Context: an optimization exercise on an open-source flow, tuned for small area. The choices shown serve that exercise and are no tape-out recipe. Where RTL was checked, it was by simulation tests only, not by an equivalence proof against the original.

v42:
// tone_keypad_recorder_player
module tone_keypad_recorder_player #(
    parameter int SLOTS    = tkrp_pkg::DEF_SLOTS,
    parameter int SONG_LEN = tkrp_pkg::DEF_SONG_LEN,
    parameter int NOTES    = tkrp_pkg::DEF_NOTES
) (
    input  logic                                    clk,
    input  logic                                    rst_n,
    input  logic                                    cfg_wr_en,
    input  logic [tkrp_pkg::LIMIT_W-1:0]            cfg_wr_data,
    input  logic                                    in_valid,
    output logic                                    in_ready,
    input  logic [tkrp_pkg::KEY_BITS-1:0]           key_mask,
    input  logic [tkrp_pkg::CMD_W-1:0]              cmd,
    output logic                                    out_valid,
    input  logic                                    out_ready,
    output logic [tkrp_pkg::MODE_W-1:0]             mode,
    output logic [tkrp_pkg::NOTE_OUT_W-1:0]         live_note,
    output logic signed [tkrp_pkg::OCT_W-1:0]       live_octave,
    output logic [tkrp_pkg::NOTE_OUT_W-1:0]         play_note,
    output logic signed [tkrp_pkg::OCT_W-1:0]       play_octave,
    output logic [tkrp_pkg::REM_W-1:0]              remaining,
    output logic                                    show_update
);
export LEC_CHECK = 0
export CAP_MARGIN = 0
export CORE_MARGIN = 2
export CORE_UTILIZATION = 60
export PLACE_DENSITY = 0.7
export SLEW_MARGIN = 0
create_clock -name core_clock -period 12.0 [get_ports {clk}]
standard.sh (not shown) runs the stock make flow with config.mk's settings and CLKGATE_MAP_FILE= SYNTH_SCRIPT=/design/flow/synth_recipe.tcl, a recipe that flattens the netlist after the stock synthesis.
==> flow/flow/run.sh <==
#!/bin/bash
# The standard layout (the standard.sh, standard synthesis unchanged) with two changes:
# clock tree synthesis uses clkbuf_8 buffers for clusters of up to 16 registers and inserts
# no dummy loads, and the port buffers are buf_1 cells. The full output goes to standard.log.
set -e
export CTS_ARGS="-sink_clustering_enable -repair_clock_nets -dont_use_dummy_load -sink_clustering_size 16 -sink_clustering_max_diameter 60 -buf_list sky130_fd_sc_hd__clkbuf_8"
export BUFFER_PORTS_ARGS="-buffer_cell sky130_fd_sc_hd__buf_1"
bash standard.sh > standard.log 2>&1
v42 finished every stage and its layout cleared the timing, design-rule and antenna checks.
Input changes introduced in v15 (baseline for comparison: v42):
- CAP_MARGIN now 20, was 0
- SLEW_MARGIN now 20, was 0
- GPL_TIMING_DRIVEN now 0, previously not set
[summary]
- Going from v42 to v15, final period demand of the worst path shows an increase of 0.64 ns; setup slack shows a reduction of 0.64 ns.
- Between v15 and v42, the global placement routability congestion is lower for v42.
- Looking at v15 and v42, the clock edge transition at the registers on the reported setup and hold paths is a wash.
- v15 vs v42, number of buffers inserted by post-CTS setup repair went up by 5.
- Combined buffer and inverter count along the critical path ends up lower on v42.
- Where first-pass GRT wire length is concerned, v42 is better than v15.
Edits applied to the flow inputs when going from v15 to v19:
- GPL_TIMING_DRIVEN removed (was 0)
### Flow results
From v15 to v19 the numbers moved as follows: number of gates given a new drive strength after cts lower; portion of the clock cycle consumed by the worst path in the final layout lower; I/O pin count roughly the same.


## rev 12
tone_keypad_recorder_player, a different RTL version from the one above (not shown whole).
For scale: roughly 2400 flip-flops, roughly 68000 um^2 of cells after synthesis.
export LEC_CHECK = 0
export CAP_MARGIN = 20
export CORE_MARGIN = 2
export CORE_UTILIZATION = 60
export PLACE_DENSITY = 0.7
export SLEW_MARGIN = 20
create_clock -name core_clock -period 12.0 [get_ports {clk}]
Scripts as last shown in full above: flow/flow/run.sh
diff inputs: rev 12 => rev 13
Settings: setting CTS_CLUSTER_DIAMETER to 50 for the first time; setting CTS_CLUSTER_SIZE to 12 for the first time; setting CTS_BUF_LIST to sky130_fd_sc_hd__clkbuf_8 for the first time.
==> flow/run.sh (new file) <==
#!/bin/bash
# synth_recipe.tcl (not shown) runs the flow's synth.tcl, then flattens the netlist and writes it again
# the make line also repeats each setting of config.mk as NAME=value (left out here)
make -C /OpenROAD-flow-scripts/flow DESIGN_CONFIG=/design/flow/config.mk WORK_HOME=/design/flow/orfs CLKGATE_MAP_FILE= SYNTH_SCRIPT=/design/flow/synth_recipe.tcl finish
removed: flow/flow/run.sh
removed: flow/standard.sh
Results
Comparing rev 13 and rev 12, the higher worst hold slack is on rev 13.
Compared with rev 12, rev 13 shows number of clock buffer instances in the layout higher by about 34%.
Floorplan die area came out exactly the same in rev 13 and rev 12.
Between rev 13 and rev 12, it is rev 13 whose CTS buffer count is higher, by 55.


Another version of the RTL of tone_keypad_recorder_player (not shown whole).
Size in the first run: roughly 4,800 cells after synthesis, roughly 2,400 flip-flops, ~58 I/O pins.
Design tone_keypad_recorder_player, start of the top module:
module tone_keypad_recorder_player #(
    parameter int SLOTS    = tkrp_pkg::DEF_SLOTS,
    parameter int SONG_LEN = tkrp_pkg::DEF_SONG_LEN,
    parameter int NOTES    = tkrp_pkg::DEF_NOTES
) (
    input  logic                                    clk,
    input  logic                                    rst_n,
    input  logic                                    cfg_wr_en,
    input  logic [tkrp_pkg::LIMIT_W-1:0]            cfg_wr_data,
    input  logic                                    in_valid,
    output logic                                    in_ready,
    input  logic [tkrp_pkg::KEY_BITS-1:0]           key_mask,
    input  logic [tkrp_pkg::CMD_W-1:0]              cmd,
    output logic                                    out_valid,
    input  logic                                    out_ready,
    output logic [tkrp_pkg::MODE_W-1:0]             mode,
    output logic [tkrp_pkg::NOTE_OUT_W-1:0]         live_note,
    output logic signed [tkrp_pkg::OCT_W-1:0]       live_octave,
    output logic [tkrp_pkg::NOTE_OUT_W-1:0]         play_note,
    output logic signed [tkrp_pkg::OCT_W-1:0]       play_octave,
    output logic [tkrp_pkg::REM_W-1:0]              remaining,
    output logic                                    show_update
);
Settings: LEC_CHECK=0, CAP_MARGIN=20, CORE_MARGIN=2, CORE_UTILIZATION=60, PLACE_DENSITY=0.7, SLEW_MARGIN=20; clock period 12.0 ns.
==> flow/flow/run.sh <==
#!/bin/bash
# Standard layout, but clock tree synthesis without dummy loads and with mid-size buffers.
set -e
export CTS_ARGS="-sink_clustering_enable -repair_clock_nets -dont_use_dummy_load -sink_clustering_size 12 -sink_clustering_max_diameter 50 -buf_list sky130_fd_sc_hd__clkbuf_8"
bash standard.sh > standard.log 2>&1
==> next run, changes <==
==> flow/run.sh (new file) <==
#!/bin/bash
# synth_recipe.tcl (not shown) runs the flow's synth.tcl, then flattens the netlist and writes it again
# the make line also repeats each setting of config.mk as NAME=value (left out here)
make -C /OpenROAD-flow-scripts/flow DESIGN_CONFIG=/design/flow/config.mk WORK_HOME=/design/flow/orfs CLKGATE_MAP_FILE= SYNTH_SCRIPT=/design/flow/synth_recipe.tcl finish
Settings changed: CTS_BUF_LIST from default to sky130_fd_sc_hd__clkbuf_8, CTS_CLUSTER_DIAMETER from default to 50, CTS_CLUSTER_SIZE from default to 12.
removed: flow/flow/run.sh
removed: flow/standard.sh
After rerunning: Flip-flop and latch count stays the same. Setup slack degrades by 0.015 ns. Routed wire length stays flat. Critical path depth stays the same. Global-route usage barely changes. Hold slack improves by 0.052 ns. First-iteration DRC count shrinks by 1.4%. Cell area came out higher by 0.75%. Cell count goes up by 0.79%.
No run of this note included a check of the RTL's function; only the layout flow was run.

## afterwards: timing with drivers on the ports
The results above use ideal ports. As a check the final layouts listed here were re-extracted and re-timed, cells and wires unchanged. Step 1 (the two cells are an assumption about what drives the block):
set clk [get_ports {clk}]
set_driving_cell -lib_cell sky130_fd_sc_hd__clkbuf_16 $clk
set_driving_cell -lib_cell sky130_fd_sc_hd__buf_2 [delete_from_list [all_inputs] $clk]
Step 2, shift: input delay + t, output delay - t, t = (earliest + latest rising clock arrival at the registers) / 2. This alone moves slack from input paths to output paths. Slacks: ideal ports / drivers / drivers and shift; pairs: ideal ports / drivers.
| run | t (ns) | setup WS [ns] | latest minus earliest clock arrival (ns) | slew at the worst register clock pin (ns) | cell pins on the clock port's net |
|---|---|---|---|---|---|
| v42 | 0.911 | 0.932 / 0.932 / 0.932 | 0.106 / 0.107 | 0.11 / 0.11 | 1 |
| v15 | 0.918 | 0.289 / 0.289 / 0.289 | 0.095 / 0.095 | 0.11 / 0.11 | 1 |
| v19 | 0.917 | 0.923 / 0.923 / 0.923 | 0.125 / 0.125 | 0.11 / 0.11 | 1 |
| rev 12 | 0.920 | 4.205 / 4.138 / 4.606 | 0.105 / 0.105 | 0.11 / 0.11 | 1 |
| rev 13 | 0.994 | 3.726 / 3.658 / 4.652 | 0.070 / 0.070 | 0.09 / 0.09 | 1 |
| the first run of note 3 | 0.973 | 3.931 / 3.861 / 4.598 | 0.152 / 0.151 | 0.09 / 0.09 | 1 |
| the second run of note 3 | 1.005 | 3.916 / 3.845 / 4.542 | 0.082 / 0.082 | 0.09 / 0.09 | 1 |
After both steps every run listed still meets setup and hold.
